Background: an optimization exercise with open tools, aiming at small area and few clock cycles. Do not read the settings as production practice.
In this exercise RTL edits were held to simulation tests only and were not proved equivalent to the original.
Power figures rest on the tool's default switching activity, not on a simulated workload.

== run a ==
==> module wildcard_byte_pattern_scanner, before the edit <==
module wildcard_byte_pattern_scanner (
    input  wire logic                           clk,
    input  wire logic                           rst_n,
    input  wire logic                           item_valid,
    output logic                                item_stall,
    input  wire wbps_pkg::scan_item_t           item,
    output logic                                result_valid,
    input  wire logic                           result_stall,
    output wbps_pkg::scan_result_t              result,
    input  wire logic                           cfg_valid,
    output logic                                cfg_ready,
    input  wire logic [wbps_pkg::CFG_IDX_W-1:0] cfg_index,
    input  wire logic [wbps_pkg::ADDR_W-1:0]    cfg_data
);
    localparam int N  = 128;
    localparam int AW = wbps_pkg::ADDR_W;
    localparam int CW = wbps_pkg::COUNT_W;
    logic [6:0]    off_reg;      
    logic [6:0]    off_res;      
    logic [6:0]    hoff_reg;     
    logic [7:0]    fill_reg;     
    logic [AW-1:0] end_reg;
    logic [AW-1:0] addr_reg;
    logic [CW-1:0] cnt_reg;      
    logic          vld_reg;
    logic          fnd_reg;      
    logic          ok_reg;       
    logic [7:0] hist [N];
    logic adv, item_acc, cfg_acc, is_data, is_load, is_rst, shift;
    logic rot_busy, rot_step, hjump;
    logic [7:0] cfg_len;
    logic [6:0] cfg_off;
    assign adv       = !(vld_reg && result_stall);
    assign is_data   = (item.action == wbps_pkg::ACT_DATA);
    assign is_load   = (item.action == wbps_pkg::ACT_LOAD);
    assign is_rst    = (item.action == wbps_pkg::ACT_RESTART);
    assign rot_busy  = (hoff_reg != off_reg);
    assign item_stall = !adv || (is_data && rot_busy);
    assign item_acc   = item_valid && !item_stall;
    assign cfg_ready  = adv;
    assign cfg_acc    = cfg_valid && cfg_ready;
    logic load_go, rst_go;
    assign load_go = item_valid && adv && is_load;
    assign rst_go  = item_valid && adv && is_rst;
    assign shift = item_valid && adv && is_data && ok_reg;
    assign hjump    = rot_busy && (fill_reg == 8'd0);
    assign rot_step = rot_busy && (fill_reg != 8'd0) && adv;
    assign cfg_len = cfg_data[7:0];
    assign cfg_off = (cfg_len == 8'd0) ? 7'd0
                   : (cfg_len[7] ? 7'd127 : 7'(cfg_len - 8'd1));
    logic hen, hold;
    logic [N-1:0] hit;
    assign hen  = shift || rot_step;
    assign hold = !hen;
    logic [N:0] beyond;
    for (genvar j = 0; j < N; j++)
    begin : g_beyond
        assign beyond[j] = (7'(j) > off_reg);
    end
    assign beyond[N] = 1'b1;
    for (genvar j = 0; j < N; j++)
    begin : g_slot
        logic at;
        assign at = beyond[j + 1] && !beyond[j];
        wbps_cell u_cell (
            .clk     (clk),
            .ld      (load_go && (item.entry_index == 7'(j))),
            .ld_val  (item.entry_value),
            .ld_wild (item.entry_wildcard),
            .s_ins   (shift && at),
            .s_nxt   (hen && !(shift && at)),
            .hold    (hold),
            .nb      (item.data_byte),
            .w_up    (hist[(j + 1) % N]),
            .off_len (beyond[j]),
            .w       (hist[j]),
            .hit     (hit[j])
        );
    end
    logic          found;
    logic [CW-1:0] cnt_inc;
    logic [CW-1:0] total;
    logic [AW-1:0] start_addr;
    assign cnt_inc    = (cnt_reg == wbps_pkg::COUNT_MAX) ? cnt_reg : cnt_reg + 1'b1;
    assign start_addr = addr_reg - AW'(off_res) - 1'b1;
    assign found      = vld_reg && fnd_reg;
    assign total      = found ? cnt_inc : cnt_reg;
    assign result_valid         = vld_reg;
    assign result.match_found   = found;
    assign result.match_address = found ? start_addr : '0;
    assign result.match_total   = total;
    assign result.single_match  = found ? (cnt_reg == '0) : (cnt_reg == CW'(1));
    logic [7:0]    fill_next;
    logic [6:0]    off_next, hoff_next;
    logic [AW-1:0] addr_next, end_next;
    always_comb
    begin
        addr_next = addr_reg;
        if (rst_go)
            addr_next = item.region_start;
        else if (shift)
            addr_next = addr_reg + 1'b1;
        end_next = end_reg;
        if (cfg_acc && (cfg_index == wbps_pkg::CFG_SCAN_END))
            end_next = cfg_data;
        fill_next = fill_reg;
        if (rst_go)
            fill_next = '0;
        else if (shift && !fill_reg[7])
            fill_next = fill_reg + 1'b1;
        off_next = off_reg;
        if (cfg_acc && (cfg_index == wbps_pkg::CFG_PATTERN_LENGTH))
            off_next = cfg_off;
        hoff_next = hoff_reg;
        if (rst_go)
            hoff_next = off_next;
        else if (hjump)
            hoff_next = off_reg;
        else if (rot_step)
            hoff_next = hoff_reg - 1'b1;
    end
    always_ff @(posedge clk)
    begin
        if (item_acc)
            off_res <= off_reg;
    end
    always_ff @(posedge clk or negedge rst_n)
    begin
        if (!rst_n)
        begin
            off_reg  <= '0;
            hoff_reg <= '0;
            fill_reg <= '0;
            end_reg  <= wbps_pkg::END_RESET;
            addr_reg <= '0;
            cnt_reg  <= '0;
            vld_reg  <= 1'b0;
            fnd_reg  <= 1'b0;
            ok_reg   <= 1'b1;
        end
        else
        begin
            off_reg  <= off_next;
            fill_reg <= fill_next;
            end_reg  <= end_next;
            addr_reg <= addr_next;
            hoff_reg <= hoff_next;
            ok_reg   <= (hoff_next == off_next) && (addr_next < end_next);
            if (vld_reg && !result_stall)
                cnt_reg <= total;
            if (adv)
            begin
                vld_reg <= item_acc;
                fnd_reg <= shift && (fill_reg >= {1'b0, off_reg}) && (&hit);
            end
        end
    end
endmodule
Settings: LEC_CHECK=0, CAP_MARGIN=20, CORE_MARGIN=2, CORE_UTILIZATION=40, SLEW_MARGIN=20, SYNTH_HIERARCHICAL=1; clock period 7.0 ns.
standard.sh (not shown) runs the stock make flow with config.mk's settings and CLKGATE_MAP_FILE= SYNTH_SCRIPT=/design/flow/synth_recipe.tcl, a recipe that flattens the netlist after the stock synthesis.
==> flow/flow/run.sh <==
#!/bin/bash
# The standard layout (the standard.sh, standard synthesis included) with
# two changes: the port buffers are buf_1 cells, and the clock tree is built
# with clkbuf_8 sink buffers and without dummy loads. Make's full output goes
# to flow.log here; ORFS keeps each step's log under orfs/logs.
set -euo pipefail
bash standard.sh \
  "BUFFER_PORTS_ARGS=-buffer_cell sky130_fd_sc_hd__buf_1" \
  "CTS_ARGS=-sink_clustering_enable -repair_clock_nets -sink_clustering_size 16 -sink_clustering_max_diameter 60 -dont_use_dummy_load -sink_clustering_buffer sky130_fd_sc_hd__clkbuf_8" \
  finish > flow.log 2>&1
Looking at the reports, run a completed the entire flow and the layout it produced met the timing, design-rule and antenna checks.
Testbench counts of run a, summed over its fixed seeds: cycles 45,564.
### run a -> run b
==> flow/design.v, changed modules only <==
module wildcard_byte_pattern_scanner (
    input  wire logic                           clk,
    input  wire logic                           rst_n,
    input  wire logic                           item_valid,
    output logic                                item_stall,
    input  wire wbps_pkg::scan_item_t           item,
    output logic                                result_valid,
    input  wire logic                           result_stall,
    output wbps_pkg::scan_result_t              result,
    input  wire logic                           cfg_valid,
    output logic                                cfg_ready,
    input  wire logic [wbps_pkg::CFG_IDX_W-1:0] cfg_index,
    input  wire logic [wbps_pkg::ADDR_W-1:0]    cfg_data
);
    localparam int N  = 128;
    localparam int AW = wbps_pkg::ADDR_W;
    localparam int CW = wbps_pkg::COUNT_W;
    logic [6:0]    off_reg;      
    logic [6:0]    hoff_reg;     
    logic [7:0]    fill_reg;     
    logic [AW-1:0] end_reg;
    logic [AW-1:0] addr_reg;
    logic [CW-1:0] cnt_reg;      
    logic          vld_reg;
    logic          fnd_reg;      
    logic          pass_reg;     
    logic [7:0] hist [N];
    logic adv, item_acc, cfg_acc, is_data, is_load, is_rst, pass, shift;
    logic rot_busy, rot_step, hjump;
    logic [7:0] cfg_len;
    logic [6:0] cfg_off;
    assign adv       = !(vld_reg && result_stall);
    assign is_data   = (item.action == wbps_pkg::ACT_DATA);
    assign is_load   = (item.action == wbps_pkg::ACT_LOAD);
    assign is_rst    = (item.action == wbps_pkg::ACT_RESTART);
    assign rot_busy  = (hoff_reg != off_reg);
    assign item_stall = !adv || (is_data && rot_busy);
    assign item_acc   = item_valid && !item_stall;
    assign cfg_ready  = adv && !item_valid;
    assign cfg_acc    = cfg_valid && cfg_ready;
    logic load_go, rst_go;
    assign load_go = item_valid && adv && is_load;
    assign rst_go  = item_valid && adv && is_rst;
    assign pass  = pass_reg;
    assign shift = item_valid && adv && is_data && !rot_busy && pass;
    assign hjump    = rot_busy && (fill_reg == 8'd0);
    assign rot_step = rot_busy && (fill_reg != 8'd0) && adv;
    assign cfg_len = cfg_data[7:0];
    assign cfg_off = (cfg_len == 8'd0) ? 7'd0
                   : (cfg_len[7] ? 7'd127 : 7'(cfg_len - 8'd1));
    logic hen, hold;
    logic [N-1:0] hit;
    assign hen  = shift || rot_step;
    assign hold = !hen;
    logic [N:0] beyond;
    for (genvar j = 0; j < N; j++)
    begin : g_beyond
        assign beyond[j] = (7'(j) > off_reg);
    end
    assign beyond[N] = 1'b1;
    for (genvar j = 0; j < N; j++)
    begin : g_slot
        logic at;
        assign at = beyond[j + 1] && !beyond[j];
        wbps_cell u_cell (
            .clk     (clk),
            .ld      (load_go && (item.entry_index == 7'(j))),
            .ld_val  (item.entry_value),
            .ld_wild (item.entry_wildcard),
            .s_ins   (shift && at),
            .s_nxt   (hen && !(shift && at)),
            .hold    (hold),
            .nb      (item.data_byte),
            .w_up    (hist[(j + 1) % N]),
            .off_len (beyond[j]),
            .w       (hist[j]),
            .hit     (hit[j])
        );
    end
    logic          found;
    logic [CW-1:0] cnt_inc;
    logic [CW-1:0] total;
    logic [AW-1:0] start_addr;
    assign cnt_inc    = (cnt_reg == wbps_pkg::COUNT_MAX) ? cnt_reg : cnt_reg + 1'b1;
    assign start_addr = addr_reg - AW'(off_reg) - 1'b1;
    assign found      = vld_reg && fnd_reg;
    assign total      = found ? cnt_inc : cnt_reg;
    assign result_valid         = vld_reg;
    assign result.match_found   = found;
    assign result.match_address = found ? start_addr : '0;
    assign result.match_total   = total;
    assign result.single_match  = found ? (cnt_reg == '0) : (cnt_reg == CW'(1));
    logic [7:0]    fill_next;
    logic [6:0]    off_next;
    logic [AW-1:0] addr_next, end_next;
    always_comb
    begin
        addr_next = addr_reg;
        if (rst_go)
            addr_next = item.region_start;
        else if (shift)
            addr_next = addr_reg + 1'b1;
        end_next = end_reg;
        if (cfg_acc && (cfg_index == wbps_pkg::CFG_SCAN_END))
            end_next = cfg_data;
        fill_next = fill_reg;
        if (rst_go)
            fill_next = '0;
        else if (shift && !fill_reg[7])
            fill_next = fill_reg + 1'b1;
        off_next = off_reg;
        if (cfg_acc && (cfg_index == wbps_pkg::CFG_PATTERN_LENGTH))
            off_next = cfg_off;
    end
    always_ff @(posedge clk or negedge rst_n)
    begin
        if (!rst_n)
        begin
            off_reg  <= '0;
            hoff_reg <= '0;
            fill_reg <= '0;
            end_reg  <= wbps_pkg::END_RESET;
            addr_reg <= '0;
            cnt_reg  <= '0;
            vld_reg  <= 1'b0;
            fnd_reg  <= 1'b0;
            pass_reg <= 1'b1;
        end
        else
        begin
            off_reg  <= off_next;
            fill_reg <= fill_next;
            end_reg  <= end_next;
            addr_reg <= addr_next;
            pass_reg <= (addr_next < end_next);
            if (rst_go)
            begin
                hoff_reg <= off_reg;
            end
            else
            begin
                if (hjump)
                    hoff_reg <= off_reg;
                else if (rot_step)
                    hoff_reg <= hoff_reg - 1'b1;
            end
            if (vld_reg && !result_stall)
                cnt_reg <= total;
            if (adv)
            begin
                vld_reg <= item_acc;
                fnd_reg <= shift && (fill_next > {1'b0, off_reg}) && (&hit);
            end
        end
    end
endmodule
--- outcome ---
- Compared with run a, in run b number of flip-flops and latches went down 7, number of antenna diodes higher, reported leakage power fell by about 0.64%, clock skew neither gained nor lost much, number of clock buffer instances in the layout has increased.
- Between run a and run b, the flow reports final routed wirelength across all metal layers increasing by a few percent.
- Run b and run a ended up with roughly the same clock buffer and inverter area fraction after layout.
- [compare] base=run a new=run b: fraction of power consumed by the clock network +1.1 points; combined flip-flop and latch cell area lower.
- Run b: final critical path time including I/O delays and setup higher than run a
- Delta (run b minus run a): sequential share of cell area about even, top achievable clock speed dropped about 2.7%, net count after synthesis has remained practically unchanged, via count increased by 996 relative to the old numbers.
Testbench counts of run b, summed over its fixed seeds: cycles 45,564.

## separate check: timing with driven ports
How much do the figures lean on ideal ports? The routed layouts below were timed once more, with nothing changed but the port constraints.
Step 1, drivers: a clkbuf_16 drives clk and a buf_2 each remaining input, both assumed.
Step 2 also shifts input and output timing later by t, the mid clock arrival at the registers, as if the neighbouring blocks saw the same clock.
Slacks: ideal / step 1 / step 2; pairs: ideal / step 1.
run | t (ns) | setup slack, ns | cell pins on the clock port's net
run a | 0.873 | 0.540 / 0.540 / 0.106 | 1
run b | 0.893 | 0.362 / 0.438 / -0.455 | 1
With both steps, setup timing fails in run b, where it was met with ideal ports. For run b, which loses most, drivers alone change the setup slack by +0.076 ns; drivers and shift together by -0.817 ns.
